Context: an optimization exercise on an open-source flow, tuned for small area and a short achievable clock period. The choices shown serve that exercise and are no tape-out recipe.
Where RTL was checked, it was by simulation tests only, not by an equivalence proof against the original.
Function not checked in runs 2 to 8: the RTL went through the layout flow alone.
No activity file was given, so power comes from the tool's default toggle rates.

<file path="flow/constraint.sdc">
create_clock -name core_clock -period 7.0 [get_ports {clk}]
set_input_delay 1.4000 -clock core_clock [delete_from_list [all_inputs] [get_ports {clk}]]
set_output_delay 1.4000 -clock core_clock [all_outputs]
set_load 0.01 [all_outputs]
</file>
<file path="flow/design.v">
package rob_pkg;
	typedef logic [3:0] tag_t;
	typedef logic [4:0] rob_ptr_t;
	typedef logic [2:0] areg_t;
	typedef logic [31:0] data_t;
	typedef logic [15:0] pc_t;
endpackage
`timescale 1ns/1ps
module rob_top (
	input logic clk,
	input logic reset,
	input logic [1:0] disp_valid,
	input logic [5:0] disp_dst,
	input logic [5:0] disp_src,
	input logic [31:0] disp_pc,
	output logic stall,
	output logic [7:0] alloc_tag,
	output logic [7:0] src_tag,
	output logic [1:0] src_pending,
	output logic [63:0] src_data,
	input logic [1:0] wb_valid,
	input logic [7:0] wb_tag,
	input logic [63:0] wb_data,
	output logic [1:0] out_valid,
	output logic [5:0] out_dst,
	output logic [63:0] out_data,
	output logic [31:0] out_pc
);
	localparam int AW = 19;  
	logic [3:0] head;
	logic [3:0] tail;
	logic [4:0] cnt;
	logic [15:0] done;
	logic [3:0] optr;
	logic [AW-1:0] a_mem0 [8];
	logic [AW-1:0] a_mem1 [8];
	logic [31:0] r_mem0 [8];
	logic [31:0] r_mem1 [8];
	logic [7:0] pend;
	logic [3:0] stag [8];
	logic [31:0] sval [8];
	logic [1:0] acc;
	logic [3:0] tag1;
	assign stall = cnt[4] | (&cnt[3:0]);
	assign acc = disp_valid & {2{~stall}};
	assign tag1 = tail + {3'b0, disp_valid[0]};
	assign alloc_tag = {tag1, tail};
	logic [1:0] a_we;
	logic [2:0] a_off [2];
	logic [AW-1:0] a_wd [2];
	logic [AW-1:0] a_s0, a_s1;
	assign a_s0 = {disp_dst[2:0], disp_pc[15:0]};
	assign a_s1 = {disp_dst[5:3], disp_pc[31:16]};
	always_comb begin
		for (int b = 0; b < 2; b++) begin
			if (tail[0] == b[0]) begin
				a_we[b] = acc[0] | acc[1];
				a_wd[b] = disp_valid[0] ? a_s0 : a_s1;
				a_off[b] = tail[3:1];
			end else begin
				a_we[b] = acc[0] & acc[1];
				a_wd[b] = a_s1;
				a_off[b] = tail[3:1] + {2'b0, tail[0]};
			end
		end
	end
	logic [1:0] w_we;
	logic [2:0] w_off [2];
	logic [31:0] w_wd [2];
	always_comb begin
		for (int b = 0; b < 2; b++) begin
			if (wb_valid[0] && wb_tag[0] == b[0]) begin
				w_we[b] = 1'b1;
				w_off[b] = wb_tag[3:1];
				w_wd[b] = wb_data[31:0];
			end else begin
				w_we[b] = wb_valid[1] && wb_tag[4] == b[0];
				w_off[b] = wb_tag[7:5];
				w_wd[b] = wb_data[63:32];
			end
		end
	end
	logic r0, r1;
	logic [3:0] head1;
	logic [1:0] nret;
	assign head1 = head + 4'd1;
	assign r0 = done[head];
	assign r1 = r0 & done[head1];
	always_comb begin
		logic [2:0] s0, s1;
		s0 = disp_src[2:0];
		s1 = disp_src[5:3];
		src_data[31:0] = sval[s0];
		src_data[63:32] = sval[s1];
		src_tag[3:0] = stag[s0];
		src_pending[0] = pend[s0];
		if (disp_valid[0] && disp_dst[2:0] == s1) begin
			src_tag[7:4] = tail;
			src_pending[1] = 1'b1;
		end else begin
			src_tag[7:4] = stag[s1];
			src_pending[1] = pend[s1];
		end
	end
	always_comb begin
		logic [2:0] o0, o1;
		logic [AW-1:0] ra0, ra1;
		logic [31:0] rr0, rr1;
		o0 = optr[3:1] + {2'b0, optr[0]};
		o1 = optr[3:1];
		ra0 = a_mem0[o0];
		ra1 = a_mem1[o1];
		rr0 = r_mem0[o0];
		rr1 = r_mem1[o1];
		if (optr[0]) begin
			{out_dst[2:0], out_pc[15:0]} = ra1;
			{out_dst[5:3], out_pc[31:16]} = ra0;
			out_data[31:0] = rr1;
			out_data[63:32] = rr0;
		end else begin
			{out_dst[2:0], out_pc[15:0]} = ra0;
			{out_dst[5:3], out_pc[31:16]} = ra1;
			out_data[31:0] = rr0;
			out_data[63:32] = rr1;
		end
	end
	always_ff @(posedge clk) begin
		for (int o = 0; o < 8; o++) begin
			if (a_we[0] && a_off[0] == o[2:0]) a_mem0[o] <= a_wd[0];
			if (a_we[1] && a_off[1] == o[2:0]) a_mem1[o] <= a_wd[1];
			if (w_we[0] && w_off[0] == o[2:0]) r_mem0[o] <= w_wd[0];
			if (w_we[1] && w_off[1] == o[2:0]) r_mem1[o] <= w_wd[1];
		end
	end
	always_ff @(posedge clk) begin
		optr <= head;
	end
	always_ff @(posedge clk) begin
		if (reset) begin
			head <= '0;
			tail <= '0;
			cnt <= '0;
			done <= '0;
			out_valid <= '0;
		end else begin
			head <= head + {3'b0, r0} + {3'b0, r1};
			tail <= tail + {3'b0, acc[0]} + {3'b0, acc[1]};
			cnt <= cnt + {4'b0, acc[0]} + {4'b0, acc[1]} - {4'b0, r0} - {4'b0, r1};
			out_valid <= {r1, r0};
			for (int t = 0; t < 16; t++) begin
				if ((r0 && head == t[3:0]) || (r1 && head1 == t[3:0])) done[t] <= 1'b0;
				if ((wb_valid[0] && wb_tag[3:0] == t[3:0]) || (wb_valid[1] && wb_tag[7:4] == t[3:0])) done[t] <= 1'b1;
			end
		end
	end
	always_ff @(posedge clk) begin
		for (int r = 0; r < 8; r++) begin
			logic b;
			b = stag[r][0];
			if (reset) begin
				pend[r] <= 1'b0;
				sval[r] <= '0;
			end else begin
				if (pend[r] && w_we[b] && w_off[b] == stag[r][3:1]) begin
					pend[r] <= 1'b0;
					sval[r] <= w_wd[b];
				end
				if (acc[0] && disp_dst[2:0] == r[2:0]) begin
					pend[r] <= 1'b1;
					stag[r] <= tail;
				end
				if (acc[1] && disp_dst[5:3] == r[2:0]) begin
					pend[r] <= 1'b1;
					stag[r] <= tag1;
				end
			end
		end
	end
endmodule
</file>
<file path="flow/config.mk">
export PLATFORM = sky130hd
export DESIGN_NAME = rob_top
export DESIGN_NICKNAME = rob_top
export VERILOG_FILES = /design/flow/design.v
export SDC_FILE = /design/flow/constraint.sdc
export NUM_CORES = 4
export LEC_CHECK = 0
export CAP_MARGIN = 20
export CORE_MARGIN = 2
export CORE_UTILIZATION = 30
export SLEW_MARGIN = 20
</file>
<file path="flow/run.sh">
#!/bin/bash
# synth_recipe.tcl (not shown) runs the flow's synth.tcl, then flattens the netlist and writes it again
# the make line also repeats each setting of config.mk as NAME=value (left out here)
make -C /OpenROAD-flow-scripts/flow DESIGN_CONFIG=/design/flow/config.mk WORK_HOME=/design/flow/orfs CLKGATE_MAP_FILE= SYNTH_SCRIPT=/design/flow/synth_recipe.tcl finish
</file>
==> results.txt, run 1 <==
outcome=timing/DRC/antenna clean; post-synthesis cell type count=70; mux cell area share after synthesis=14.6%; Core Region=183000 µm²; peak supply drop=0.000269 V; per-cell routed wire length=29.1 µm; post-CTS setup buffer count=0; GRT busiest layer=met2; setup violators final=0; Initial Utilization=30.2%; die height=434 µm; Skew-Pair Late Insertion Delay=0.79 ns; Hold WS=0.461 ns; sequential fraction of the synthesis area=56.8%; net count after synthesis=4882; XOR/XNOR Fraction of Synth Area=0.913%; Overflow after GRT=0; Avg Vias per Cell=5.78; Clock Skew=0.0760 ns; post_cts resized=0; crit path capture=out_data[29]; count of pins over their slew limit=0; Final Net Count=4990; Leak=22.2 nW; DRT antenna net count=0; most numerous cell in the Yosys netlist=edfxtp_1; Gate Count Post-Synth=4737; global-route wire length before repair=301000 µm; Iteration-0 DRC Markers=5973; Critical Path Start=optr[0]; Reg2Reg Depth=13; cts hold-fix bufs=0; CP dominant cell by count=ha_4; crit end category=output pin; Worst Path Required=5.60 ns; router iterations before antenna repair=6; syn avg cell area=11.7 µm²; I/O Pins=309; layout cells sized above 1=12.3%; CP max-delay cell=ha_4; top_reg_cell synth=edfxtp_1; vias=42800; Synth async-reset ratio=0%; placed insts=7194; pwr/cell area=262 nW/µm²; Worst-Margin Slew=1.35 ns; Power Total=17.0 mW; GP Congestion=0.937; simple-gate share of the synthesized area=7.34%; CTS Buffer Depth=3; Final Hold Viols=0; Syn. warnings=11; most common library cells after synthesis=848 x edfxtp_1, 499 x mux2i_1, 407 x a21oi_1; Max Clock Freq=166 MHz; synthesized area=55300 µm²; fin cells=7408; number of flops mapped to enable cells by yosys=848; TritonCTS clock tree=yes; clk sinks=1147; H-tree levels=3; initial antenna violation count=26; Layout Area Growth over Synthesis=17.3%; # port buffers=308; met2 GRT Util=35.1%; Yosys top cell area share=46.0%; worst r2r src=head[0]; startpoint types=flop; FP Rows=157; Area after DPL=61200 µm²; period utilization=86.3%; slew margin rel.=10.3%; min Tclk post-route=6.04 ns; clock root cell=clkbuf_16; vias in the first global route=40100; slowest cell delay on critical path=0.73 ns; synthesis-stage register bit count=1147; met3 GRT Util=5.09%; Synth Area in Compound Gates=15.8%; clock-pin transition on the worst setup and hold timing paths=0.06 ns; adder-cell share of the synthesized area=0.574%; total track usage=22.2%; largest family of logic cells by synthesized area=compound AO/OA/AOI/OAI gates; synth top area cells=edfxtp_1 46%, dfxtp_1 11%, mux2i_1 9.0%; MaxCap Viol Count=0; critical path class=flop to output pin; Die X=434 µm; setup TNS=0 ns; Post-DP HPWL=142000 µm; CTS Buf Count=112; RSZ-0062 raised after global routing=no; dominant cell type by area after synthesis=edfxtp_1; Final Cell Area=64900 µm²; Critical Path, Cell by Cell=ha_4 > ha_4 > buf_4 > nand2b_1 > a21oi_1 > a2111oi_0 > o21bai_1 > mux2i_1 > clkdlybuf4s50_1; Residual DRC=0; FF-to-FF setup slack=2.81 ns; RR Endpoint=cnt[3]; Detailed Route WL=216000 µm; Die ar.=188000 µm²; Hold/Removal Path Class=flop to flop; met1 Use GR=29.0%; largest net degree at the start of global routing=201; crit path DAT=4.64 ns; worst-path fanout max=52
[power by group]
part | switching [mW] | internal (mW)
Combinational | 1.85 | 1.01
Sequential | 0.145 | 7.81
Clock | 2.79 | 3.39
[worst max-delay path: cells and delay by family (launching register included)]
kind / cells / cell delay, ns
adder cells (fa/ha/maj): 2 / 0.90
AO/OA/AOI/OAI: 3 / 0.58
multiplexers: 1 / 0.50
flip-flops: 1 / 0.38
buffers and inverters: 2 / 1.18
AND/OR/NAND/NOR: 1 / 0.30
[how the worst min path moves through the flow]
| stage | slack (ns) | end | start | depth (start not counted) |
|---|---|---|---|---|
| floorplan | 0.33 | optr[2] | head[2] | 0 |
| global placement | 0.45 | optr[3] | head[3] | 0 |
| detailed placement | 0.45 | optr[3] | head[3] | 0 |
| CTS | 0.47 | optr[3] | head[3] | 0 |
| global route | 0.50 | optr[3] | head[3] | 0 |
| finish | 0.46 | optr[3] | head[3] | 0 |
[state kept, by name, summed over array words and instances (netlist names)]
name,cells
out_valid,2
tail,4
head,4
a_mem0,152
pend,8
cnt,5
a_mem1,152
r_mem1,256
done,16
stag,32
sval,256
optr,4
r_mem0,256
[per-layer routing]
layer	vias up	share of wire [%]
li1	18200	-
met1	21600	40
met2	2560	46
met3	523	9.7
met4	4	4.9
met5	-	0.010
[placed cells by master (no fill, tap or decap), drive strengths merged, types with 22 or more instances in the layout]
cell type,synthesis,layout
buf,126,150
a31oi,30,30
a221oi,89,89
mux2i,499,499
a22o,38,38
nor2,374,374
xor2,34,34
a22oi,38,38
o22ai,106,106
nor3,33,33
a211oi,288,288
edfxtp,848,848
nand3,40,40
nand2,372,372
inv,88,92
a21oi,407,407
nand2b,38,38
mux2,136,136
clkinv,2,42
o22a,40,40
xnor2,22,22
clkbuf,331,154
mux4,69,69
and3,31,31
dfxtp,299,299
clkdlybuf4s50,0,301
o21a,22,22
o21ai,124,124
[cell families after synthesis]
family                     count (synthesis)
AOI/OAI and AO/OA                       1307
muxes                                    704
and+or+nand+nor                          953
xor gates and xnor gates                  56
DFF                                     1147
adders and majority gates                 23
buffers and inverters                    547
[stage by stage]
stage	util, %	setup WS (ns)
2_1_floorplan	-	2.53
3_3_place_gp	33.4	1.33
3_5_place_dp	33.4	1.32
4_1_cts	35.4	0.959
5_1_grt	35.4	0.837
6_report	35.4	0.959
[cell type report]
type	instances	area, µm²
clock buffer	154	3100
multi-input combinational	3043	22100
fill	17900	118000
inverter	90	340
sequential	1147	31500
antenna	5	12.5
clock inverter	54	612
timing repair buffer	451	4250
tap	2464	3080
==> run 2: changes to the inputs <==
--- a/flow/design.v
+++ b/flow/design.v
@@ -32,5 +32,4 @@
 	logic [4:0] cnt;
 	logic [15:0] done;
-	logic [3:0] optr;
 	logic [AW-1:0] a_mem0 [8];
 	logic [AW-1:0] a_mem1 [8];
@@ -103,15 +102,20 @@
 		end
 	end
+	logic [7:0] oh0, oh1;
+	logic osw;
 	always_comb begin
-		logic [2:0] o0, o1;
 		logic [AW-1:0] ra0, ra1;
 		logic [31:0] rr0, rr1;
-		o0 = optr[3:1] + {2'b0, optr[0]};
-		o1 = optr[3:1];
-		ra0 = a_mem0[o0];
-		ra1 = a_mem1[o1];
-		rr0 = r_mem0[o0];
-		rr1 = r_mem1[o1];
-		if (optr[0]) begin
+		ra0 = '0;
+		ra1 = '0;
+		rr0 = '0;
+		rr1 = '0;
+		for (int o = 0; o < 8; o++) begin
+			ra0 = ra0 | ({AW{oh0[o]}} & a_mem0[o]);
+			ra1 = ra1 | ({AW{oh1[o]}} & a_mem1[o]);
+			rr0 = rr0 | ({32{oh0[o]}} & r_mem0[o]);
+			rr1 = rr1 | ({32{oh1[o]}} & r_mem1[o]);
+		end
+		if (osw) begin
 			{out_dst[2:0], out_pc[15:0]} = ra1;
 			{out_dst[5:3], out_pc[31:16]} = ra0;
@@ -126,4 +130,13 @@
 	end
 	always_ff @(posedge clk) begin
+		logic [2:0] o0;
+		o0 = head[3:1] + {2'b0, head[0]};
+		for (int o = 0; o < 8; o++) begin
+			oh0[o] <= o0 == o[2:0];
+			oh1[o] <= head[3:1] == o[2:0];
+		end
+		osw <= head[0];
+	end
+	always_ff @(posedge clk) begin
 		for (int o = 0; o < 8; o++) begin
 			if (a_we[0] && a_off[0] == o[2:0]) a_mem0[o] <= a_wd[0];
@@ -132,7 +145,4 @@
 			if (w_we[1] && w_off[1] == o[2:0]) r_mem1[o] <= w_wd[1];
 		end
-	end
-	always_ff @(posedge clk) begin
-		optr <= head;
 	end
 	always_ff @(posedge clk) begin
@@ -154,16 +164,25 @@
 		end
 	end
+	logic [31:0] w_cap [2];
+	logic [7:0] cap;
+	always_comb begin
+		for (int b = 0; b < 2; b++) begin
+			w_cap[b] = reset ? 32'd0 : w_wd[b];
+		end
+		for (int r = 0; r < 8; r++) begin
+			cap[r] = reset || (pend[r] && w_we[stag[r][0]] && w_off[stag[r][0]] == stag[r][3:1]);
+		end
+	end
 	always_ff @(posedge clk) begin
 		for (int r = 0; r < 8; r++) begin
-			logic b;
-			b = stag[r][0];
+			if (cap[r]) sval[r] <= w_cap[stag[r][0]];
+		end
+	end
+	always_ff @(posedge clk) begin
+		for (int r = 0; r < 8; r++) begin
 			if (reset) begin
 				pend[r] <= 1'b0;
-				sval[r] <= '0;
 			end else begin
-				if (pend[r] && w_we[b] && w_off[b] == stag[r][3:1]) begin
-					pend[r] <= 1'b0;
-					sval[r] <= w_wd[b];
-				end
+				if (cap[r]) pend[r] <= 1'b0;
 				if (acc[0] && disp_dst[2:0] == r[2:0]) begin
 					pend[r] <= 1'b1;
--- a/flow/config.mk
+++ b/flow/config.mk
@@ -9,3 +9,4 @@
 export CORE_MARGIN = 2
 export CORE_UTILIZATION = 30
+export SETUP_SLACK_MARGIN = 3
 export SLEW_MARGIN = 20
==> run 2 against run 1 <==
Against the previous run:
- critical endpoint is now src_tag[7]
- sequential cell count increased by 13
- highest routed layer unchanged
- largest power group unchanged
- critical path depth stayed put
- area after synthesis decreased by 4.9%
- clock power grew 4.4%
- synthesized cell count shrank 12%
- count of clock-buffer cells in the layout is 2 lower
- sequential power is 6.7% higher
==> results.txt, run 2 <==
critical path class=input port to output pin; setup violators final=0; Power Total=18.4 mW; most numerous cell in the Yosys netlist=edfxtp_1; commonest non-fill, non-tap cell in the layout=edfxtp_1; most common library cells after synthesis=1104 x edfxtp_1, 522 x nand2_1, 428 x a22oi_1; slew margin rel.=30.6%; net count after synthesis=4300; per-cell routed wire length=30.0 µm; setup TNS=0 ns; initial antenna violation count=23; outcome=timing/DRC/antenna clean; peak supply drop=0.000258 V; RSZ-0062 raised after global routing=yes; crit end category=output pin; Initial Utilization=30.2%; filler instances=15800; Worst Path Required=5.60 ns; Overflow after GRT=0; synth top area cells=edfxtp_1 63%, a22oi_1 6.1%, nand2_1 3.7%; TritonCTS clock tree=yes; Final Net Count=4812; worst path bufs/invs=4; H-tree levels=3; fin cells=7103; crit path DAT=2.87 ns; router iterations before antenna repair=6; Syn. warnings=12; FF-to-FF setup slack=3.22 ns; Worst-Margin Slew=1.04 ns; top flop regs=r_mem0 x256, r_mem1 x256, sval x256; register area=34300 µm²; vias=41200; Synth async-reset ratio=0%; layout cells sized above 1=26.9%; vias in the first global route=38200; cell family with most CP delay=compound AO/OA/AOI/OAI gates; total track usage=22.8%; Avg Vias per Cell=5.80; placed insts=6536; hold path start=done[4]; clk sinks=1160; synthesis-stage register bit count=1160; FP Rows=153; Hold WS=0.507 ns; MaxCap Viol Count=0; number of flops mapped to enable cells by yosys=1104; DRT antenna net count=0; WHS Path Cells=2; Multi-input gate area=19100 µm²; Leak=23.4 nW; worst r2r src=head[1]; min Tclk post-route=4.27 ns; I/O Pins=309; Max Clock Freq=234 MHz; CP max-delay cell=a221o_1; Iteration-0 DRC Markers=6487; Critical Path, Cell by Cell=buf_16 > buf_12 > nor2b_4 > buf_6 > a22o_1 > a221o_1 > o21ai_2 > a21oi_2 > buf_2; Crit path depth=9; synthesized area=52600 µm²; Final Hold Viols=0; Hold/Removal Path Class=flop to flop; Clock Skew=0.0922 ns; Residual DRC=0; sequential fraction of the synthesis area=65.1%; pwr/cell area=265 nW/µm²; dominant cell type by area after synthesis=edfxtp_1; largest net degree at the start of global routing=60; Reg2Reg Depth=15; Hold Crit Endpoint=done[4]; Die X=423 µm; Post-DP HPWL=127000 µm; worst-path fanout max=5; RR Endpoint=cnt[3]; Detailed Route WL=213000 µm; period utilization=61.0%; Die ar.=179000 µm²; top_reg_cell synth=edfxtp_1; clock-pin transition on the worst setup and hold timing paths=0.07 ns; Core Region=174000 µm²; startpoint types=input port; GP Congestion=0.879; Yosys top cell area share=63.0%; global-route wire length before repair=292000 µm; leading cell types in the layout, fill and taps excluded=1104 x edfxtp_1, 501 x nand2_1, 405 x a22oi_1; cts hold-fix bufs=0; Layout Area Growth over Synthesis=31.5%; count of pins over their slew limit=0; post-synthesis cell type count=71; syn avg cell area=12.7 µm²; Skew-Pair Late Insertion Delay=0.81 ns; # port buffers=308; clock root cell=clkbuf_16; CTS Buf Count=114; Gate Count Post-Synth=4155; slowest cell delay on critical path=0.33 ns; die height=423 µm; CTS Buffer Depth=3
-- run 2: changes by cell type in the layout (fill, tap and decap cells not counted), moves of 190 or more --
cell and delta:
a211oi_1 -282, a21oi_1 -283, a22oi_1 +367, clkdlybuf4s50_1 -190
dfxtp_1 -260, edfxtp_1 +256, mux2i_1 -441
-- run 2: what timing repair did --
action,CTS,global route
pin swaps,142,116
endpoints found under the setup margin,1024,400
cloned,41,0
buffers inserted,257,42
endpoints found under the hold margin,0,0
resized for setup,937,257
-- run 2: power by group --
group	switching (mW)	internal (mW)	total [mW]
Combinational	2.15	1.28	3.43
Sequential	0.225	8.26	8.48
Clock	2.83	3.62	6.45
-- run 2: cell type report --
| type | count | area share [%] |
|---|---|---|
| Sequential cell | 1160 | 49.6 |
| Multi-Input combinational cell | 2593 | 27.6 |
| Timing Repair Buffer | 746 | 12.5 |
| Clock buffer | 152 | 4.47 |
| Tap cell | 2325 | 4.20 |
| Clock inverter | 64 | 1.18 |
| Inverter | 52 | 0.385 |
| Antenna cell | 11 | 0.0398 |
-- run 2: kinds of logic (layout without fill, tap and decap cells) --
family          Yosys count  after routing  share of synthesized area (%)
compound gates         1153           1155                           14.4
xor+xnor                 82             82                           1.36
fa+ha+maj                23             23                          0.604
buf+inv                 404           1014                           3.02
flops                  1160           1160                           65.1
mux                     236            236                           6.12
other cells               0             11                              0
simple gates           1097           1097                           9.31
-- run 2: worst reg2reg max path, delay by kind of cell (launching register included) --
| family | cells | cell delay, ns |
|---|---|---|
| muxes | 3 | 0.94 |
| and+or+nand+nor | 2 | 0.17 |
| DFF | 1 | 0.41 |
| adders and majority gates | 6 | 1.71 |
| buffers and inverters | 3 | 0.18 |
| xor gates and xnor gates | 1 | 0.17 |
-- run 2: per-stage QoR --
stage               util, %  area (µm²)  setup slack [ns]
global route           39.8       69200              2.71
finish                 39.8       69200              2.73
CTS                    39.1       68000              2.76
floorplan                 -       52700              2.69
detailed placement     33.5       58200              1.30
global placement       33.5       58200              1.28
-- run 2: layer usage --
layer  wire [µm]  vias up  global-route usage (%)
met5          31        -                       0
met4       15900        4                    14.7
met3       23300      718                    4.76
met2       98200     3131                    36.3
met1       75900    20300                    28.1
li1            -    17000                       -
-- run 2: how the worst max path moves through the flow --
| stage | to | startpoint | slack, ns |
|---|---|---|---|
| 4_1_cts | src_tag[7] | disp_src[5] | 2.76 |
| 6_report | src_tag[7] | disp_src[5] | 2.73 |
| 3_3_place_gp | src_data[60] | disp_src[4] | 1.28 |
| 5_1_grt | src_data[63] | disp_src[5] | 2.71 |
| 2_1_floorplan | r_mem1[0][0] | wb_valid[0] | 2.69 |
| 3_5_place_dp | src_data[60] | disp_src[4] | 1.30 |
==> run 3: changes to the inputs <==
--- a/flow/config.mk
+++ b/flow/config.mk
@@ -8,5 +8,5 @@
 export CAP_MARGIN = 20
 export CORE_MARGIN = 2
-export CORE_UTILIZATION = 30
+export CORE_UTILIZATION = 55
 export SETUP_SLACK_MARGIN = 3
 export SLEW_MARGIN = 20
==> run 3 against run 2 <==
Against the previous run:
- critical endpoint unchanged
- count of clock-buffer cells in the layout down 6
- die area down 45%
- synthesized cell count unchanged
- still clean on timing, DRC and antenna
- highest routed layer unchanged
- via count about the same
- largest cell class unchanged
- setup slack worse by 0.099 ns
- critical path type unchanged
- area after synthesis unchanged
==> results.txt, run 3 <==
Clock Skew=0.0449 ns; Final Cell Area=66600 µm²; vias=41200; CTS Buf Count=117; TritonCTS clock tree=yes; largest net degree at the start of global routing=77; outcome=timing/DRC/antenna clean; top_reg_cell synth=edfxtp_1; internal power=13.1 mW; per-cell routed wire length=33.5 µm; most common library cells after synthesis=1104 x edfxtp_1, 522 x nand2_1, 428 x a22oi_1; vias in the first global route=38000; # port buffers=308; Switching Fraction=27.8%; filler instances=6544; Critical Path Start=disp_src[4]; Avg Vias per Cell=6.83; post-synthesis cell type count=71; Initial Utilization=55.5%; I/O Pins=309; leading cell types in the layout, fill and taps excluded=1104 x edfxtp_1, 491 x nand2_1, 419 x a22oi_1; peak supply drop=0.000241 V; startpoint types=input port; Final Hold Viols=0; switching pwr=5.03 mW; top flop regs=r_mem0 x256, r_mem1 x256, sval x256; Flop pwr share=46.7%; synth top area cells=edfxtp_1 63%, a22oi_1 6.1%, nand2_1 3.7%; RSZ-0062 raised after global routing=yes; critical path class=input port to output pin; FF-to-FF setup slack=3.27 ns; dominant cell type by area after synthesis=edfxtp_1; slowest cell delay on critical path=0.32 ns; GRT busiest layer=met2; Overflow after GRT=0; setup violators final=0; slew margin rel.=30.8%; Gate Count Post-Synth=4155; Synth async-reset ratio=0%; Clock Power Share=34.7%; CP max-delay cell=a221o_1; WHS Path Cells=0; FP Rows=113; crit end category=output pin; Die X=313 µm; power share of the combinational group=18.6%; initial antenna violation count=12; clock root cell=clkbuf_16; router iterations before antenna repair=8; DRT antenna net count=0; Critical Path, Cell by Cell=buf_16 > buf_16 > buf_4 > buf_4 > mux2i_1 > o2bb2ai_1 > a221o_1 > o21ai_2 > a21oi_2 > buf_2; Worst-Margin Slew=1.04 ns; commonest non-fill, non-tap cell in the layout=edfxtp_1; net count after synthesis=4300; Hold/Removal Path Class=flop to flop; pwr/cell area=272 nW/µm²; global-route wire length before repair=279000 µm; Layout Area Growth over Synthesis=26.6%; clock-pin transition on the worst setup and hold timing paths=0.06 ns; CTS Buffer Depth=3; Leak=23.1 nW; die height=313 µm; most numerous cell in the Yosys netlist=edfxtp_1; Max Clock Freq=229 MHz; Detailed Route WL=202000 µm; min Tclk post-route=4.37 ns; count of pins over their slew limit=0; met1 Use GR=55.0%; Core Region=94900 µm²; H-tree levels=3; Die ar.=98200 µm²; Reg2Reg Depth=15; synthesized area=52600 µm²; Residual DRC=0; Iteration-0 DRC Markers=6326; Skew-Pair Late Insertion Delay=0.73 ns; met3 GRT Util=8.87%; Area after DPL=57000 µm²; crit path DAT=2.97 ns; synthesis-stage register bit count=1160; worst-path fanout max=6; Hold Crit Endpoint=osw; Syn. warnings=12; worst r2r src=head[0]; Hold WS=0.499 ns; period utilization=62.4%; GP Congestion=0.907; RR Endpoint=cnt[3]; clk sinks=1160; placed insts=5484; Yosys top cell area share=63.0%; met2 GRT Util=60.5%; MaxCap Viol Count=0; Worst Path Required=5.60 ns; layout cells sized above 1=24.3%; total track usage=39.8%; fin cells=6026; Final Net Count=4800; setup TNS=0 ns; hold path start=head[0]; Post-DP HPWL=115000 µm; Power Total=18.1 mW; syn avg cell area=12.7 µm²; number of flops mapped to enable cells by yosys=1104; sequential fraction of the synthesis area=65.1%
run 3: cell counts after synthesis:
Identical to the previous run, type by type.
run 3: kinds of logic after synthesis:
group           synth area share, %
flops                          65.1
simple gates                   9.31
compound gates                 14.4
fa+ha+maj                     0.604
mux                            6.12
buf+inv                        3.02
xor+xnor                       1.36
run 3: metrics by stage:
stage          worst slack (ns)  utilization [%]
5_1_grt                    2.62             70.2
3_5_place_dp               1.20             60.1
2_1_floorplan              2.69                -
4_1_cts                    2.64             68.8
6_report                   2.63             70.2
3_3_place_gp               1.31             60.1
run 3: worst max-delay path by stage:
| stage | end | slack [ns] | cells after the start |
|---|---|---|---|
| floorplan | r_mem1[0][0] | 2.69 | 7 |
| global placement | src_data[30] | 1.31 | 8 |
| detailed placement | src_data[30] | 1.20 | 8 |
| CTS | src_tag[7] | 2.64 | 10 |
| global route | src_tag[7] | 2.62 | 10 |
| finish | src_tag[7] | 2.63 | 10 |
run 3: what timing repair did:
action	in CTS	in global routing
cloned	37	7
pin swaps	121	84
setup buffers	213	60
hold buffers	0	0
gates resized for setup	806	211
setup endpoints to repair	939	332
run 3: metal layers:
metal,wire [µm],up-vias
met4,11900,8
li1,-,17000
met3,27100,738
met5,56,-
met2,89400,3296
met1,73500,20100
run 3: critical path: cells and delay by family:
family	cells	cell delay, ns
buffers and inverters	5	0.71
AO/OA/AOI/OAI	4	0.66
multiplexers	1	0.19
run 3: cell type report:
class	instances	area [µm²]	area share, %
clock buffers	146	3110	4.67
multi-input cells	2598	18500	27.7
flip-flops and latches	1160	34300	51.6
inverters	52	243	0.364
repair buffers	726	8170	12.3
well taps	1265	1580	2.38
diodes	7	17.5	0.0263
clock inverters	72	692	1.04
run 3: power groups by stage:
stage               registers [mW]  clock network, mW  logic (mW)
global placement              8.59                  0        2.89
floorplan                     8.52                  0        1.51
CTS                           8.45               6.29        3.18
detailed placement            8.60                  0        2.91
global route                  8.50               6.57        3.52
finish                        8.47               6.30        3.36
==> run 4: changes to the inputs <==
--- a/flow/design.v
+++ b/flow/design.v
@@ -64,18 +64,8 @@
 		end
 	end
-	logic [1:0] w_we;
-	logic [2:0] w_off [2];
 	logic [31:0] w_wd [2];
 	always_comb begin
 		for (int b = 0; b < 2; b++) begin
-			if (wb_valid[0] && wb_tag[0] == b[0]) begin
-				w_we[b] = 1'b1;
-				w_off[b] = wb_tag[3:1];
-				w_wd[b] = wb_data[31:0];
-			end else begin
-				w_we[b] = wb_valid[1] && wb_tag[4] == b[0];
-				w_off[b] = wb_tag[7:5];
-				w_wd[b] = wb_data[63:32];
-			end
+			w_wd[b] = (wb_valid[0] && wb_tag[0] == b[0]) ? wb_data[31:0] : wb_data[63:32];
 		end
 	end
@@ -87,17 +77,25 @@
 	assign r1 = r0 & done[head1];
 	always_comb begin
-		logic [2:0] s0, s1;
-		s0 = disp_src[2:0];
-		s1 = disp_src[5:3];
-		src_data[31:0] = sval[s0];
-		src_data[63:32] = sval[s1];
-		src_tag[3:0] = stag[s0];
-		src_pending[0] = pend[s0];
-		if (disp_valid[0] && disp_dst[2:0] == s1) begin
+		logic [7:0] d0, d1;
+		logic fwd;
+		for (int r = 0; r < 8; r++) begin
+			d0[r] = disp_src[2:0] == r[2:0];
+			d1[r] = disp_src[5:3] == r[2:0];
+		end
+		src_data = '0;
+		src_tag = '0;
+		src_pending = '0;
+		for (int r = 0; r < 8; r++) begin
+			src_data[31:0] = src_data[31:0] | ({32{d0[r]}} & sval[r]);
+			src_data[63:32] = src_data[63:32] | ({32{d1[r]}} & sval[r]);
+			src_tag[3:0] = src_tag[3:0] | ({4{d0[r]}} & stag[r]);
+			src_tag[7:4] = src_tag[7:4] | ({4{d1[r]}} & stag[r]);
+			src_pending[0] = src_pending[0] | (d0[r] & pend[r]);
+			src_pending[1] = src_pending[1] | (d1[r] & pend[r]);
+		end
+		fwd = disp_valid[0] && disp_dst[2:0] == disp_src[5:3];
+		if (fwd) begin
 			src_tag[7:4] = tail;
 			src_pending[1] = 1'b1;
-		end else begin
-			src_tag[7:4] = stag[s1];
-			src_pending[1] = pend[s1];
 		end
 	end
@@ -142,6 +140,6 @@
 			if (a_we[0] && a_off[0] == o[2:0]) a_mem0[o] <= a_wd[0];
 			if (a_we[1] && a_off[1] == o[2:0]) a_mem1[o] <= a_wd[1];
-			if (w_we[0] && w_off[0] == o[2:0]) r_mem0[o] <= w_wd[0];
-			if (w_we[1] && w_off[1] == o[2:0]) r_mem1[o] <= w_wd[1];
+			if ((wb_valid[0] && wb_tag[3:0] == {o[2:0], 1'b0}) || (wb_valid[1] && wb_tag[7:4] == {o[2:0], 1'b0})) r_mem0[o] <= w_wd[0];
+			if ((wb_valid[0] && wb_tag[3:0] == {o[2:0], 1'b1}) || (wb_valid[1] && wb_tag[7:4] == {o[2:0], 1'b1})) r_mem1[o] <= w_wd[1];
 		end
 	end
@@ -171,5 +169,5 @@
 		end
 		for (int r = 0; r < 8; r++) begin
-			cap[r] = reset || (pend[r] && w_we[stag[r][0]] && w_off[stag[r][0]] == stag[r][3:1]);
+			cap[r] = reset || (pend[r] && ((wb_valid[0] && wb_tag[3:0] == stag[r]) || (wb_valid[1] && wb_tag[7:4] == stag[r])));
 		end
 	end
--- a/flow/config.mk
+++ b/flow/config.mk
@@ -6,7 +6,8 @@
 export NUM_CORES = 4
 export LEC_CHECK = 0
+export ABC_AREA = 1
 export CAP_MARGIN = 20
 export CORE_MARGIN = 2
-export CORE_UTILIZATION = 55
+export CORE_UTILIZATION = 40
 export SETUP_SLACK_MARGIN = 3
 export SLEW_MARGIN = 20
==> run 4 against run 3 <==
Against the previous run:
- non-clock buffer count rose by 4
- power is 10% higher
- first-iteration DRC count decreased by 9.2%
- cell area increased by 0.61%
- sequential cell count stayed put
- clock power shrank 2%
- register-to-register slack worse by 0.06 ns
- critical path depth increased by 1
- final cell count grew 20%
- sequential share of layout area shrank 0.32 points
- routed wire length about the same
- critical path type unchanged
- largest cell class unchanged
- highest routed layer unchanged
==> results.txt, run 4 <==
Skew-Pair Late Insertion Delay=0.77 ns; Layout Area Growth over Synthesis=28.8%; Avg Vias per Cell=5.88; H-tree levels=3; worst-path fanout max=9; Die ar.=133000 µm²; slew margin rel.=18.1%; leading cell types in the layout, fill and taps excluded=1427 x nand2_1, 1104 x edfxtp_1, 402 x o21ai_0; filler instances=11100; initial antenna violation count=10; fin cells=7246; net count after synthesis=5012; Synth async-reset ratio=0%; TritonCTS clock tree=yes; Clock Power Share=30.8%; Post-DP HPWL=118000 µm; Iteration-0 DRC Markers=5742; fin util=51.8%; switching pwr=6.44 mW; MaxCap Viol Count=0; CTS Buffer Depth=3; Residual DRC=0; GP Congestion=0.949; global-route wire length before repair=279000 µm; critical path class=input port to output pin; Core Region=129000 µm²; syn avg cell area=10.7 µm²; outcome=timing/DRC/antenna clean; Initial Utilization=40.2%; cts hold-fix bufs=0; synthesized area=52000 µm²; min Tclk post-route=4.31 ns; Worst-Margin Slew=1.22 ns; total track usage=29.3%; peak supply drop=0.000251 V; post-synthesis cell type count=53; crit path DAT=2.91 ns; Syn. warnings=11; setup TNS=0 ns; top_reg_cell synth=edfxtp_1; Gate Count Post-Synth=4867; Yosys top cell area share=63.7%; DRT antenna net count=0; clk sinks=1160; commonest non-fill, non-tap cell in the layout=nand2_1; # port buffers=308; Leak=24.3 nW; clock root cell=clkbuf_16; Clock Skew=0.0519 ns; RSZ-0062 raised after global routing=yes; period utilization=61.5%; clock-pin transition on the worst setup and hold timing paths=0.06 ns; sequential fraction of the synthesis area=65.9%; synthesis-stage register bit count=1160; top flop regs=r_mem0 x256, r_mem1 x256, sval x256; most numerous cell in the Yosys netlist=nand2_1; per-cell routed wire length=27.9 µm; placed insts=6717; startpoint types=input port; I/O Pins=309; count of pins over their slew limit=0; pwr/cell area=298 nW/µm²; largest net degree at the start of global routing=88; CTS Buf Count=117; vias=42600; Switching Fraction=32.2%; router iterations before antenna repair=8; Overflow after GRT=0; Hold/Removal Path Class=flop to flop; Die X=365 µm; Worst Path Required=5.60 ns; Final Hold Viols=0; power share of the combinational group=25.7%; most common library cells after synthesis=1469 x nand2_1, 1104 x edfxtp_1, 437 x o21ai_0; synth top area cells=edfxtp_1 64%, nand2_1 11%, o21ai_0 4.2%; Detailed Route WL=202000 µm; number of flops mapped to enable cells by yosys=1104; crit end category=output pin; vias in the first global route=39100; Power Total=20.0 mW; dominant cell type by area after synthesis=edfxtp_1; internal power=13.5 mW; setup violators final=0; layout cells sized above 1=20.9%; Max Clock Freq=232 MHz; Final Net Count=5547; FP Rows=132; die height=365 µm; Flop pwr share=43.4%
run 4: changes by cell type after synthesis, sizes merged, moves of 81 or more:
cell and delta:
nand3 +156, a221oi +94, nand2 +956, nand4 +81, a22oi -384, nor2 -153
clkbuf -85, mux2 -110, inv +259, o21ai +216
run 4: power groups by stage:
stage          sequential, mW  clock [mW]  combinational, mW
6_report                 8.68        6.16               5.14
3_3_place_gp             8.89           0               4.43
4_1_cts                  8.65        6.20               4.89
5_1_grt                  8.72        6.46               5.48
3_5_place_dp             8.90           0               4.48
2_1_floorplan            8.67           0               2.30
run 4: cells by family (layout without fill, tap and decap cells):
logic type,Yosys count,after routing,share of synthesized area [%]
fa+ha+maj,23,23,0.611
xor+xnor,33,33,0.555
mux,16,16,0.308
simple gates,2002,2002,16.1
flops,1160,1160,65.9
compound gates,998,1001,11.6
buf+inv,635,1266,4.99
other cells,0,3,0
run 4: metal layers:
layer,vias to the layer above,part of all wire [%],track usage (%)
li1,18400,-,-
met1,20800,39,40.3
met2,2842,43,43.5
met3,543,13,7.86
met4,4,4.6,12.7
met5,-,0.015,0
run 4: final cells by class:
cell class | instances | area (µm²) | share of cell area (%)
Antenna cell | 3 | 7.51 | 0.0112
Tap cell | 1742 | 2180 | 3.25
Timing Repair Buffer | 730 | 7720 | 11.5
Sequential cell | 1160 | 34300 | 51.2
Inverter | 311 | 1400 | 2.08
Multi-Input combinational cell | 3075 | 17600 | 26.2
Clock inverter | 72 | 656 | 0.978
Clock buffer | 146 | 3060 | 4.56
Timing Repair inverter | 7 | 88.8 | 0.133
run 4: through the flow:
stage	hold WS, ns	instance area, µm²	worst slack, ns
after floorplan	0.398	52100	2.85
after CTS	0.513	64800	2.78
after global routing	0.528	67000	2.68
final	0.515	67000	2.69
after global placement	0.497	57100	1.17
after detailed placement	0.502	57100	1.06
run 4: worst max-delay path: stages:
cell and delay (ns):
buf_12 0.12, inv_8 0.05, nand3_4 0.07, buf_12 0.13, clkinvlp_4 0.14, buf_12 0.19
buf_12 0.13, buf_4 0.13, a22oi_2 0.17, nand3_2 0.18, buf_6 0.18
run 4: final timing paths:
check / slack (ns) / cells past startpoint / end / from
setup / recovery: 2.69 / 11 / src_data[25] / disp_src[2]
hold / removal: 0.52 / 0 / osw / head[0]
setup reg to reg: 3.21 / 8 / a_mem1[5][16] / tail[0]
hold reg to reg: 0.52 / 0 / osw / head[0]
run 4: timing repair:
action	CTS	global route
gates cloned	23	11
endpoints found under the setup margin	241	243
setup buffers	190	84
pin swaps	148	132
resized for setup	899	340
==> run 5: changes to the inputs <==
--- a/flow/config.mk
+++ b/flow/config.mk
@@ -9,5 +9,5 @@
 export CAP_MARGIN = 20
 export CORE_MARGIN = 2
-export CORE_UTILIZATION = 40
-export SETUP_SLACK_MARGIN = 3
+export CORE_UTILIZATION = 50
+export SETUP_SLACK_MARGIN = 2.5
 export SLEW_MARGIN = 20
==> run 5 against run 4 <==
Against the previous run:
- routed wire length shrank 9.0%
- final cell count shrank 8.1%
- clock power grew 4.5%
- synthesized cell count is the same
- worst hold slack lost 0.015 ns
- core utilization grew 8.3 points
- combinational power shrank 6.2%
- setup slack lost 0.31 ns
- via count shrank 4.7%
- sequential cell count is the same
- critical path type unchanged
==> results.txt, run 5 <==
Avg Vias per Cell=6.09; Synth async-reset ratio=0%; I/O Pins=309; critical path class=input port to output pin; crit end category=output pin; most numerous cell in the Yosys netlist=nand2_1; Worst Path Required=5.60 ns; fin cells=6662; die height=327 µm; Die ar.=107000 µm²; most common library cells after synthesis=1469 x nand2_1, 1104 x edfxtp_1, 437 x o21ai_0; clk sinks=1160; FP Rows=118; Leak=22.2 nW; Detailed Route WL=184000 µm; slew margin rel.=8.86%; Hold/Removal Path Class=flop to flop; min Tclk post-route=4.61 ns; post-synthesis cell type count=53; Overflow after GRT=0; Synth Area in Compound Gates=11.6%; adder-cell share of the synthesized area=0.611%; startpoint types=input port; top_reg_cell synth=edfxtp_1; peak supply drop=0.000275 V; Iteration-0 DRC Markers=5826; fin util=60.2%; pwr/cell area=320 nW/µm²; synthesized area=52000 µm²; synthesis-stage register bit count=1160; clock-pin transition on the worst setup and hold timing paths=0.06 ns; GP Congestion=0.993; largest net degree at the start of global routing=103; router iterations before antenna repair=7; outcome=timing/DRC/antenna clean; cts hold-fix bufs=0; syn avg cell area=10.7 µm²; synth top area cells=edfxtp_1 64%, nand2_1 11%, o21ai_0 4.2%; Post-DP HPWL=115000 µm; Critical Path Start=disp_src[2]; Die X=327 µm; leading cell types in the layout, fill and taps excluded=1460 x nand2_1, 1104 x edfxtp_1, 425 x o21ai_0; number of flops mapped to enable cells by yosys=1104; H-tree levels=3; hold path start=pend[4]; XOR/XNOR Fraction of Synth Area=0.555%; TritonCTS clock tree=yes; # port buffers=308; top flop regs=r_mem0 x256, r_mem1 x256, sval x256; final setup margin=2.39 ns; CTS Buffer Depth=3; clock root cell=clkbuf_16; Max Clock Freq=217 MHz; setup TNS=0 ns; commonest non-fill, non-tap cell in the layout=nand2_1; Residual DRC=0; worst r2r src=head[0]; Syn. warnings=11; global-route wire length before repair=262000 µm; Gate Count Post-Synth=4867; MaxCap Viol Count=0; worst-path fanout max=8; Yosys top cell area share=63.7%; Clock Skew=0.0414 ns; layout cells sized above 1=11.0%; net count after synthesis=5012; largest family of logic cells by synthesized area=simple AND/OR/NAND/NOR gates; vias=40600; sequential fraction of the synthesis area=65.9%; setup violators final=0; vias in the first global route=37400; placed insts=6348; crit path DAT=3.21 ns; Initial Utilization=50.4%; simple-gate share of the synthesized area=16.1%; CTS Buf Count=117; per-cell routed wire length=27.6 µm; initial antenna violation count=7; Worst-Margin Slew=1.36 ns; dpl ws=1.12 ns; Final Net Count=5326; dominant cell type by area after synthesis=edfxtp_1; DRT antenna net count=0; RSZ-0062 raised after global routing=yes; Power Total=19.9 mW; Final Hold Viols=0; total track usage=33.8%; period utilization=65.9%; Layout Area Growth over Synthesis=19.5%; Core Region=103000 µm²; count of pins over their slew limit=0; Skew-Pair Late Insertion Delay=0.74 ns; mux cell area share after synthesis=0.308%
## run 5: cell counts after synthesis
No cell type changed its count.
## run 5: cell type report
type / count / area [µm²]
Timing Repair inverter: 1 / 8.76
Multi-Input combinational cell: 3072 / 15800
Antenna cell: 5 / 12.5
Inverter: 311 / 1280
Timing Repair Buffer: 518 / 5120
Clock inverter: 73 / 863
Sequential cell: 1160 / 34300
Fill cell: 8474 / 41200
Clock buffer: 142 / 3050
Tap cell: 1380 / 1730
## run 5: critical path: stages
cell and delay, ns:
buf_4 0.17, inv_2 0.08, nand3_1 0.09, buf_6 0.12, clkinvlp_4 0.14, buf_4 0.19
a221oi_1 0.32, nand2_1 0.17, clkdlybuf4s50_1 0.51
## run 5: cell families after synthesis
logic type                 after synthesis
AOI/OAI and AO/OA                      998
DFF                                   1160
buffers and inverters                  635
adders and majority gates               23
and+or+nand+nor                       2002
muxes                                   16
xor gates and xnor gates                33
## run 5: layer usage
layer	share of wire, %	GRT usage, %	up-vias
met5	0.0071	0	-
met4	3.8	12.6	2
met3	12	7.52	441
met2	44	51.1	2610
met1	40	48.1	19600
li1	-	-	18000
## run 5: report_power, final
part,switching (mW),total [mW],internal [mW]
clock,2.74,6.44,3.70
combinational,3.13,4.82,1.70
sequential,0.240,8.65,8.41
total,6.11,19.9,13.8
## run 5: timing repair
action                                  in CTS  in global routing
gates cloned                                 7                  2
buffers inserted                            57                 26
endpoints found under the setup margin     180                 86
pin swaps                                   38                 34
endpoints found under the hold margin        0                  0
resized for setup                          251                 67
## run 5: worst paths after layout
kind | endpoint | slack (ns) | cells past startpoint
worst max-delay path | src_data[18] | 2.39 | 9
worst min-delay path | pend[4] | 0.50 | 2
worst max register to register | cnt[3] | 2.87 | 19
worst min register to register | pend[4] | 0.50 | 2
## run 5: through the flow
step / hold WS [ns] / instance area (µm²)
finish: 0.500 / 62200
global route: 0.510 / 62200
CTS: 0.495 / 61700
detailed placement: 0.486 / 56600
global placement: 0.490 / 56600
floorplan: 0.398 / 52000
==> run 6: changes to the inputs <==
--- a/flow/config.mk
+++ b/flow/config.mk
@@ -9,5 +9,7 @@
 export CAP_MARGIN = 20
 export CORE_MARGIN = 2
-export CORE_UTILIZATION = 50
-export SETUP_SLACK_MARGIN = 2.5
+export CORE_UTILIZATION = 55
+export CTS_CLUSTER_DIAMETER = 60
+export CTS_CLUSTER_SIZE = 20
+export SETUP_SLACK_MARGIN = 2.75
 export SLEW_MARGIN = 20
==> run 6 against run 5 <==
Against the previous run:
- still clean
- combinational power is 2% higher
- die area is 9.0% lower
- sequential cell count stayed put
- synthesized cell count stayed put
- core utilization is 6.2 points higher
- critical path type unchanged
==> results.txt, run 6 <==
Post-DP HPWL=112000 µm; Overflow after GRT=0; crit path DAT=2.93 ns; syn avg cell area=10.7 µm²; CTS Buf Count=91; worst path bufs/invs=6; synthesized area=52000 µm²; number of flops mapped to enable cells by yosys=1104; Final Net Count=5342; Leak=22.3 nW; Hold WS=0.503 ns; MaxCap Viol Count=0; Core Region=93600 µm²; RSZ-0062 raised after global routing=yes; most common library cells after synthesis=1469 x nand2_1, 1104 x edfxtp_1, 437 x o21ai_0; vias=40800; Hold/Removal Path Class=flop to flop; commonest non-fill, non-tap cell in the layout=nand2_1; startpoint types=input port; peak supply drop=0.000190 V; H-tree levels=3; Layout Area Growth over Synthesis=19.4%; clk sinks=1160; largest net degree at the start of global routing=103; crit path capture=src_data[44]; period utilization=61.9%; outcome=timing/DRC/antenna clean; power share of the combinational group=25.9%; pwr/cell area=305 nW/µm²; Reg2Reg Depth=18; net count after synthesis=5012; fin util=66.4%; Synth async-reset ratio=0%; total track usage=37.1%; Max Clock Freq=231 MHz; synthesis-stage register bit count=1160; FF-to-FF setup slack=2.98 ns; Clock Skew=0.0209 ns; filler instances=7154; Syn. warnings=11; # port buffers=308; switching pwr=6.12 mW; FP Rows=112; TritonCTS clock tree=yes; Power Total=18.9 mW; CTS Buffer Depth=3; Avg Vias per Cell=6.26; min Tclk post-route=4.33 ns; Die X=312 µm; Iteration-0 DRC Markers=5998; post-synthesis cell type count=53; Worst Path Required=5.60 ns; Yosys top cell area share=63.7%; ant diodes=0; top flop regs=r_mem0 x256, r_mem1 x256, sval x256; worst-path fanout max=6; DRT antenna net count=0; per-cell routed wire length=28.2 µm; Critical Path, Cell by Cell=buf_12 > nand3_4 > buf_12 > clkinvlp_4 > buf_4 > buf_12 > a221oi_1 > nand4_1 > clkdlybuf4s15_1; clock root cell=clkbuf_16; Final Hold Viols=0; setup violators final=0; internal power=12.8 mW; Die ar.=97100 µm²; CP dominant cell by count=buf_12; cell family with most CP delay=buffers and inverters; router iterations before antenna repair=7; critical path class=input port to output pin; top_reg_cell synth=edfxtp_1; layout cells sized above 1=13.8%; vias in the first global route=37100; most numerous cell in the Yosys netlist=nand2_1; CP max-delay cell=a221oi_1; Clock Power Share=28.4%; Crit path depth=9; worst r2r src=head[0]; Switching Fraction=32.3%; synth top area cells=edfxtp_1 64%, nand2_1 11%, o21ai_0 4.2%; slowest cell delay on critical path=0.27 ns; Multi-input gate area=16300 µm²; slew margin rel.=17.2%; crit end category=output pin; Residual DRC=0; count of pins over their slew limit=0; Critical Path Start=disp_src[5]; leading cell types in the layout, fill and taps excluded=1456 x nand2_1, 1104 x edfxtp_1, 418 x o21ai_0; register area=34300 µm²; initial antenna violation count=6; GP Congestion=0.963; Gate Count Post-Synth=4867; Skew-Pair Late Insertion Delay=0.70 ns; Detailed Route WL=184000 µm; I/O Pins=309; dominant cell type by area after synthesis=edfxtp_1; setup TNS=0 ns; Worst-Margin Slew=1.23 ns; Initial Utilization=55.6%; clock-pin transition on the worst setup and hold timing paths=0.07 ns; RR Endpoint=cnt[3]; sequential fraction of the synthesis area=65.9%; global-route wire length before repair=261000 µm; die height=312 µm; Flop pwr share=45.7%; cts hold-fix bufs=0
-- run 6: changes by cell type in the layout (fill, tap and decap cells not counted), moves of 12 or more --
cell / previous run / this run
buf_2: 5 / 38
inv_6: 3 / 18
dlygate4sd2_1: 48 / 29
a221oi_2: 9 / 32
a221oi_1: 116 / 93
bufinv_16: 17 / 5
clkinv_2: 17 / 5
clkdlybuf4s50_1: 222 / 190
buf_6: 19 / 34
clkbuf_16: 120 / 96
buf_12: 21 / 42
clkbuf_1: 23 / 5
clkinv_1: 31 / 10
-- run 6: stage by stage --
stage	instances	setup WS, ns	area [µm²]
global placement	6213	0.957	56400
finish	6521	2.67	62100
CTS	6483	2.62	61300
floorplan	4867	2.85	52000
global route	6521	2.63	62100
detailed placement	6214	0.981	56400
-- run 6: worst min path at each step --
stage | from | end | slack (ns) | depth (start not counted)
2_1_floorplan | head[0] | osw | 0.40 | 0
3_3_place_gp | pend[4] | pend[4] | 0.49 | 2
3_5_place_dp | pend[4] | pend[4] | 0.49 | 2
4_1_cts | pend[4] | pend[4] | 0.50 | 2
5_1_grt | head[0] | osw | 0.51 | 0
6_report | head[0] | osw | 0.50 | 0
-- run 6: cell families after synthesis --
kind of cell             after synthesis  synth area share [%]
flip-flops                          1160                  65.9
adder cells (fa/ha/maj)               23                 0.611
AND/OR/NAND/NOR                     2002                  16.1
AO/OA/AOI/OAI                        998                  11.6
buffers and inverters                635                  4.99
multiplexers                          16                 0.308
XOR/XNOR                              33                 0.555
-- run 6: repair_timing --
action	4_1_cts	5_1_grt
resized for setup	458	170
hold endpoints to repair	0	0
cloned	5	3
setup endpoints to repair	205	130
setup buffers	101	34
pin swaps	66	58
-- run 6: power groups by stage --
| stage | logic, mW | clock network (mW) | registers (mW) |
|---|---|---|---|
| detailed placement | 4.56 | 0 | 8.81 |
| finish | 4.90 | 5.38 | 8.65 |
| global placement | 4.51 | 0 | 8.80 |
| CTS | 4.77 | 5.40 | 8.63 |
| floorplan | 2.30 | 0 | 8.67 |
| global route | 5.22 | 5.65 | 8.69 |
-- run 6: area by class of cell --
type / instances / share of cell area [%]
Multi-Input combinational cell: 3072 / 26.2
Timing Repair inverter: 2 / 0.0282
Clock buffer: 100 / 3.84
Timing Repair Buffer: 559 / 9.03
Clock inverter: 63 / 1.05
Tap cell: 1254 / 2.52
Inverter: 311 / 2.11
Sequential cell: 1160 / 55.3
-- run 6: routing by layer --
layer / vias up / GRT usage (%) / routed length [µm]
met2: 2709 / 56.8 / 81200
met3: 419 / 8.31 / 22900
met5: - / 0 / 21
met4: 4 / 14.0 / 7720
li1: 18000 / - / -
met1: 19700 / 52.3 / 71800
==> run 7: changes to the inputs <==
--- a/flow/config.mk
+++ b/flow/config.mk
@@ -10,6 +10,6 @@
 export CORE_MARGIN = 2
 export CORE_UTILIZATION = 55
-export CTS_CLUSTER_DIAMETER = 60
-export CTS_CLUSTER_SIZE = 20
+export CTS_CLUSTER_DIAMETER = 100
+export CTS_CLUSTER_SIZE = 30
 export SETUP_SLACK_MARGIN = 2.75
 export SLEW_MARGIN = 20
==> run 7 against run 6 <==
Against the previous run:
- fmax is 0.31% higher
- first-iteration DRC count up 1.6%
- sequential share of layout area increased by 1.6 points
- power down 10%
- via count decreased by 0.91%
- die area unchanged
- final cell count fell by 1.5%
- largest cell class unchanged
- sequential power is essentially flat
- routed wire length shrank 0.13%
- still clean
- global-route usage fell by 0.25 points
- largest power group unchanged
- setup slack better by 0.013 ns
==> results.txt, run 7 <==
outcome=timing/DRC/antenna clean; Final Cell Area=60400 µm²; Avg Vias per Cell=6.30; Syn. warnings=11; Crit path depth=10; Clock Skew=0.0612 ns; Final Hold Viols=0; slew margin rel.=18.1%; layout cells sized above 1=11.9%; Area after DPL=56400 µm²; setup TNS=0 ns; FF-to-FF setup slack=3.08 ns; filler instances=7318; Overflow after GRT=0; Leak=21.4 nW; worst r2r src=head[0]; Iteration-0 DRC Markers=6093; initial antenna violation count=7; clock root cell=clkbuf_16; switching pwr=5.60 mW; Final Net Count=5288; number of flops mapped to enable cells by yosys=1104; synth top area cells=edfxtp_1 64%, nand2_1 11%, o21ai_0 4.2%; worst-path fanout max=6; Synth Area in Compound Gates=11.6%; top_reg_cell synth=edfxtp_1; I/O Pins=309; leading cell types in the layout, fill and taps excluded=1454 x nand2_1, 1104 x edfxtp_1, 414 x o21ai_0; total track usage=36.9%; Gate Count Post-Synth=4867; Multi-input gate area=16300 µm²; adder-cell share of the synthesized area=0.611%; clk sinks=1160; Power Total=17.0 mW; Layout Area Growth over Synthesis=16.1%; CP max-delay cell=dlygate4sd2_1; fin util=64.5%; dominant cell type by area after synthesis=edfxtp_1; syn avg cell area=10.7 µm²; simple-gate share of the synthesized area=16.1%; Core Region=93600 µm²; mux cell area share after synthesis=0.308%; XOR/XNOR Fraction of Synth Area=0.555%; H-tree levels=2; global-route wire length before repair=259000 µm; Die ar.=97100 µm²; Die X=312 µm; sequential fraction of the synthesis area=65.9%; Post-DP HPWL=112000 µm; Clock Power Share=20.2%; net count after synthesis=5012; top flop regs=r_mem0 x256, r_mem1 x256, sval x256; critical path class=input port to output pin; setup violators final=0; vias in the first global route=36400; Skew-Pair Late Insertion Delay=0.68 ns; die height=312 µm; Residual DRC=0; cts hold-fix bufs=0; Switching Fraction=32.9%; CTS Buf Count=47; cell family with most CP delay=buffers and inverters; CTS Buffer Depth=3; startpoint types=input port; largest net degree at the start of global routing=103; Max Clock Freq=231 MHz; register area=34300 µm²; Detailed Route WL=183000 µm; Critical Path Start=disp_src[5]; vias=40400; crit path capture=src_data[40]; Worst-Margin Slew=1.22 ns; Hold/Removal Path Class=flop to flop; most numerous cell in the Yosys netlist=nand2_1; RR Endpoint=cnt[3]; peak supply drop=0.000200 V; worst path bufs/invs=7; CP dominant cell by count=buf_12; MaxCap Viol Count=0; Critical Path, Cell by Cell=buf_12 > clkinv_8 > nand3_4 > buf_12 > clkinvlp_4 > buf_12 > clkbuf_16 > a22oi_1 > nand3_1 > dlygate4sd2_1; FP Rows=112; pwr/cell area=281 nW/µm²; crit end category=output pin; post-synthesis cell type count=53; Worst Path Required=5.60 ns; Synth async-reset ratio=0%; internal power=11.4 mW; commonest non-fill, non-tap cell in the layout=nand2_1; crit path DAT=2.92 ns; # port buffers=308; clock-pin transition on the worst setup and hold timing paths=0.11 ns; slowest cell delay on critical path=0.32 ns; min Tclk post-route=4.32 ns; power share of the combinational group=29.0%; TritonCTS clock tree=yes; per-cell routed wire length=28.6 µm; synthesized area=52000 µm²; DRT antenna net count=0; Yosys top cell area share=63.7%; Flop pwr share=50.9%; largest family of logic cells by synthesized area=simple AND/OR/NAND/NOR gates; Reg2Reg Depth=18; period utilization=61.7%; router iterations before antenna repair=7; RSZ-0062 raised after global routing=yes; synthesis-stage register bit count=1160; most common library cells after synthesis=1469 x nand2_1, 1104 x edfxtp_1, 437 x o21ai_0; Initial Utilization=55.6%; count of pins over their slew limit=0; GP Congestion=0.963
==> run 7: cell counts after synthesis <==
Identical to the previous run, type by type.
==> run 7: worst register-to-register path, delay by kind of cell (launching register included) <==
| family | cells | cell delay (ns) |
|---|---|---|
| AND/OR/NAND/NOR | 5 | 0.76 |
| flip-flops | 1 | 0.54 |
| adder cells (fa/ha/maj) | 5 | 1.63 |
| AO/OA/AOI/OAI | 2 | 0.24 |
| XOR/XNOR | 1 | 0.15 |
| buffers and inverters | 5 | 0.46 |
==> run 7: timing repair <==
| action | 4_1_cts | 5_1_grt |
|---|---|---|
| gates cloned | 6 | 3 |
| setup endpoints to repair | 211 | 132 |
| buffers inserted | 91 | 33 |
| endpoints found under the hold margin | 0 | 0 |
| pin swaps | 58 | 56 |
| gates resized for setup | 444 | 159 |
==> run 7: layout make-up <==
cell class,count,share of cell area (%)
sequential,1160,56.9
multi-input combinational,3072,26.9
timing repair buffer,549,9.14
tap,1254,2.60
inverter,311,2.16
clock buffer,58,2.02
clock inverter,13,0.257
timing repair inverter,2,0.0290
antenna,2,0.00829
==> run 7: per-stage QoR <==
step	hold WS, ns	instances	worst slack [ns]
final	0.509	6421	2.68
after floorplan	0.398	4867	2.85
after CTS	0.509	6382	2.68
after global routing	0.531	6419	2.65
after global placement	0.489	6213	0.957
after detailed placement	0.492	6214	0.981
==> run 7: power by group through the flow <==
stage | Clock [mW] | Sequential [mW] | Combinational [mW]
finish | 3.43 | 8.64 | 4.93
CTS | 3.44 | 8.63 | 4.78
floorplan | 0 | 8.67 | 2.30
detailed placement | 0 | 8.81 | 4.56
global placement | 0 | 8.80 | 4.51
global route | 3.67 | 8.69 | 5.24
==> run 7: metal layers <==
| layer | track usage [%] | share of wire, % |
|---|---|---|
| met2 | 56.5 | 44 |
| met5 | 0 | 0.014 |
| met1 | 52.8 | 39 |
| met3 | 7.27 | 12 |
| met4 | 13.2 | 4.8 |
==> run 7: worst min path at each step <==
| stage | start | to | slack (ns) | cells after the start |
|---|---|---|---|---|
| final | pend[4] | pend[4] | 0.51 | 2 |
| after global routing | head[0] | osw | 0.53 | 0 |
| after CTS | pend[4] | pend[4] | 0.51 | 2 |
| after detailed placement | pend[4] | pend[4] | 0.49 | 2 |
| after global placement | pend[4] | pend[4] | 0.49 | 2 |
| after floorplan | head[0] | osw | 0.40 | 0 |
==> run 7: cells by family after synthesis <==
kind of cell               after synthesis
and+or+nand+nor                       2002
DFF                                   1160
AOI/OAI and AO/OA                      998
buffers and inverters                  635
xor gates and xnor gates                33
adders and majority gates               23
muxes                                   16
==> run 8: changes to the inputs <==
==> flow/config.mk (replaced) <==
export PLATFORM = sky130hd
export DESIGN_NAME = rob_top
export DESIGN_NICKNAME = rob_top
export VERILOG_FILES = /design/flow/design.v
export SDC_FILE = /design/flow/constraint.sdc
export NUM_CORES = 4
export LEC_CHECK = 0
export CAP_MARGIN = 20
export CORE_MARGIN = 2
export CORE_UTILIZATION = 40
export SETUP_SLACK_MARGIN = 3
export SLEW_MARGIN = 20
==> run 8 against run 7 <==
Against the previous run:
- global-route usage is 6.1 points lower
- largest power group unchanged
- cell area is 9.7% higher
- first-iteration DRC count is 18% higher
- fmax is 7.6% lower
- via count is 0.43% higher
- final cell count is 3.1% lower
- highest routed layer unchanged
- synthesized cell count is 19% lower
- die area is 35% higher
- register-to-register slack better by 0.08 ns
- sequential share of layout area is 5.0 points lower
- sequential cell count stayed put
==> results.txt, run 8 <==
die height=362 µm; FP Rows=131; setup TNS=0 ns; fin cells=6219; per-cell routed wire length=34.0 µm; period utilization=66.8%; router iterations before antenna repair=14; placed insts=5668; most common library cells after synthesis=1104 x edfxtp_1, 490 x a22oi_1, 364 x nand2_1; Syn. warnings=11; global-route wire length before repair=288000 µm; CTS Buf Count=117; leading cell types in the layout, fill and taps excluded=1104 x edfxtp_1, 447 x a22oi_1, 355 x nand2_1; Leak=22.5 nW; Avg Vias per Cell=6.53; # port buffers=308; setup violators final=0; largest net degree at the start of global routing=69; Final Hold Viols=0; vias=40600; Final Net Count=4597; post-synthesis cell type count=71; synth top area cells=edfxtp_1 65%, a22oi_1 7.2%, o21ai_0 3.1%; most numerous cell in the Yosys netlist=edfxtp_1; Skew-Pair Late Insertion Delay=0.81 ns; synthesis-stage register bit count=1160; GP Congestion=0.979; top flop regs=r_mem0 x256, r_mem1 x256, sval x256; outcome=timing/DRC/antenna clean; Gate Count Post-Synth=3922; Post-DP HPWL=120000 µm; H-tree levels=3; Residual DRC=0; total track usage=30.8%; Hold/Removal Path Class=flop to flop; number of flops mapped to enable cells by yosys=1104; top_reg_cell synth=edfxtp_1; Core Region=128000 µm²; Yosys top cell area share=64.5%; layout cells sized above 1=26.3%; clock-pin transition on the worst setup and hold timing paths=0.06 ns; slowest cell delay on critical path=0.47 ns; crit end category=output pin; critical path class=input port to output pin; Detailed Route WL=212000 µm; CTS Buffer Depth=3; worst path bufs/invs=6; net count after synthesis=4067; TritonCTS clock tree=yes; Initial Utilization=40.3%; peak supply drop=0.000260 V; clk sinks=1160; Critical Path, Cell by Cell=buf_12 > clkinvlp_4 > buf_6 > and2_4 > buf_4 > buf_6 > a22oi_2 > nand4_1 > buf_2; worst-path fanout max=7; Die X=362 µm; min Tclk post-route=4.67 ns; DRT antenna net count=0; clock root cell=clkbuf_16; Die ar.=131000 µm²; Worst Path Required=5.60 ns; MaxCap Viol Count=0; Worst-Margin Slew=1.22 ns; pwr/cell area=275 nW/µm²; CP dominant cell by count=buf_6; Layout Area Growth over Synthesis=28.9%; synthesized area=51400 µm²; slew margin rel.=18.5%; syn avg cell area=13.1 µm²; I/O Pins=309; count of pins over their slew limit=0; startpoint types=input port; cts hold-fix bufs=0; crit path DAT=3.27 ns; RSZ-0062 raised after global routing=yes; sequential fraction of the synthesis area=66.7%; commonest non-fill, non-tap cell in the layout=edfxtp_1; vias in the first global route=38000; Clock Skew=0.0457 ns; Iteration-0 DRC Markers=7167; final setup margin=2.33 ns; initial antenna violation count=17; Max Clock Freq=214 MHz; dominant cell type by area after synthesis=edfxtp_1; cell family with most CP delay=buffers and inverters; CP max-delay cell=nand4_1; Overflow after GRT=0; Synth async-reset ratio=0%; dpl ws=0.895 ns
run 8: changes by cell type in the layout (fill, tap and decap cells not counted), moves of 84 or more:
cell | previous run | this run
nand2_1 | 1454 | 355
a22oi_1 | 39 | 447
inv_1 | 278 | 33
o21ai_0 | 414 | 278
nand3_1 | 155 | 24
mux2_2 | 0 | 128
a221oi_1 | 89 | 5
run 8: cells by family (layout without fill, tap and decap cells):
family	count (synthesis)	after routing	share of synthesized area, %
buffers and inverters	379	1004	2.87
DFF	1160	1160	66.7
and+or+nand+nor	881	885	8.08
AOI/OAI and AO/OA	1162	1163	15.0
adders and majority gates	23	23	0.618
xor gates and xnor gates	97	97	1.65
other	0	5	0
muxes	220	220	5.05
run 8: routing by layer:
metal / GRT usage, % / wire [µm]
met3: 9.12 / 28700
met5: 0.407 / 222
met4: 15.2 / 12700
met1: 41.0 / 78900
met2: 45.8 / 91000
run 8: timing repair:
| action | 4_1_cts | 5_1_grt |
|---|---|---|
| pin swaps | 144 | 130 |
| gates resized for setup | 908 | 196 |
| gates cloned | 45 | 1 |
| buffers inserted | 219 | 61 |
| setup endpoints to repair | 263 | 231 |
run 8: cell type report:
class                      count  area (µm²)
fill                       10500       61300
clock inverter                76         863
tap                         1662        2080
multi-input combinational   2388       17500
timing repair inverter         1        7.51
clock buffer                 143        3080
antenna                        5        12.5
sequential                  1160       34300
inverter                      40         178
timing repair buffer         744        8200
run 8: tightest hold or removal path, delay by kind of cell, from the launching register on:
family	cells	cell delay (ns)
flops	1	0.31
compound gates	2	0.13
run 8: power by group:
group          leakage [nW]  internal, mW  switching (mW)  total [mW]
sequential             10.8          8.26           0.267        8.53
clock                  1.92          3.65            2.82        6.47
combinational          9.75          1.19            2.02        3.21
total                  22.5          13.1            5.11        18.2
run 8: worst paths after layout:
path | to | start | cells past startpoint | slack [ns]
setup reg to reg | cnt[3] | head[0] | 16 | 3.16
setup / recovery | src_data[24] | disp_src[2] | 9 | 2.33
hold / removal | done[7] | done[7] | 2 | 0.50
hold reg to reg | done[7] | done[7] | 2 | 0.50
run 8: through the flow:
| step | hold WS (ns) | util (%) | area, µm² | power, mW |
|---|---|---|---|---|
| after floorplan | 0.387 | - | 51600 | 9.97 |
| after global placement | 0.487 | 44.3 | 56500 | 11.4 |
| after detailed placement | 0.489 | 44.3 | 56500 | 11.4 |
| after CTS | 0.497 | 51.0 | 65000 | 18.0 |
| after global routing | 0.527 | 52.0 | 66200 | 18.7 |
| final | 0.496 | 52.0 | 66300 | 18.2 |

[port drivers added, routing unchanged]
How much do the figures lean on ideal ports? The routed layouts below were timed once more, with nothing changed but the port constraints. Step 1, drivers: a clkbuf_16 drives clk and a buf_2 each remaining input, both assumed. Step 2 adds t to the input delays and takes it off the output delays; t is the mean of the earliest and latest rising clock arrival at the registers after step 1. Input paths then give back, and output paths get back, about the clock's delay inside the block. Three values: no drivers, after step 1, after step 2; two values: the first two.
| run | t, ns | setup WS [ns] | slew at the worst register clock pin (ns) | worst data-port slew with drivers (ns) | cell pins on the clock port's net |
|---|---|---|---|---|---|
| run 1 | 0.843 | 0.959 / 0.870 / 1.289 | 0.07 / 0.07 | 0.16 | 1 |
| run 2 | 0.854 | 2.732 / 2.395 / 2.082 | 0.07 / 0.07 | 0.46 | 1 |
| run 3 | 0.784 | 2.633 / 2.380 / 2.297 | 0.07 / 0.07 | 0.39 | 1 |
| run 4 | 0.833 | 2.695 / 2.589 / 2.199 | 0.07 / 0.07 | 0.18 | 1 |
| run 5 | 0.792 | 2.386 / 2.363 / 2.007 | 0.07 / 0.07 | 0.09 | 1 |
| run 6 | 0.760 | 2.667 / 2.518 / 2.201 | 0.09 / 0.09 | 0.30 | 1 |
| run 7 | 0.728 | 2.680 / 2.593 / 2.172 | 0.12 / 0.12 | 0.10 | 1 |
| run 8 | 0.848 | 2.326 / 2.255 / 2.195 | 0.07 / 0.07 | 0.21 | 1 |
After both steps every run listed still meets setup and hold. For run 2, which loses most, drivers alone change the setup slack by -0.337 ns; drivers and shift together by -0.650 ns.
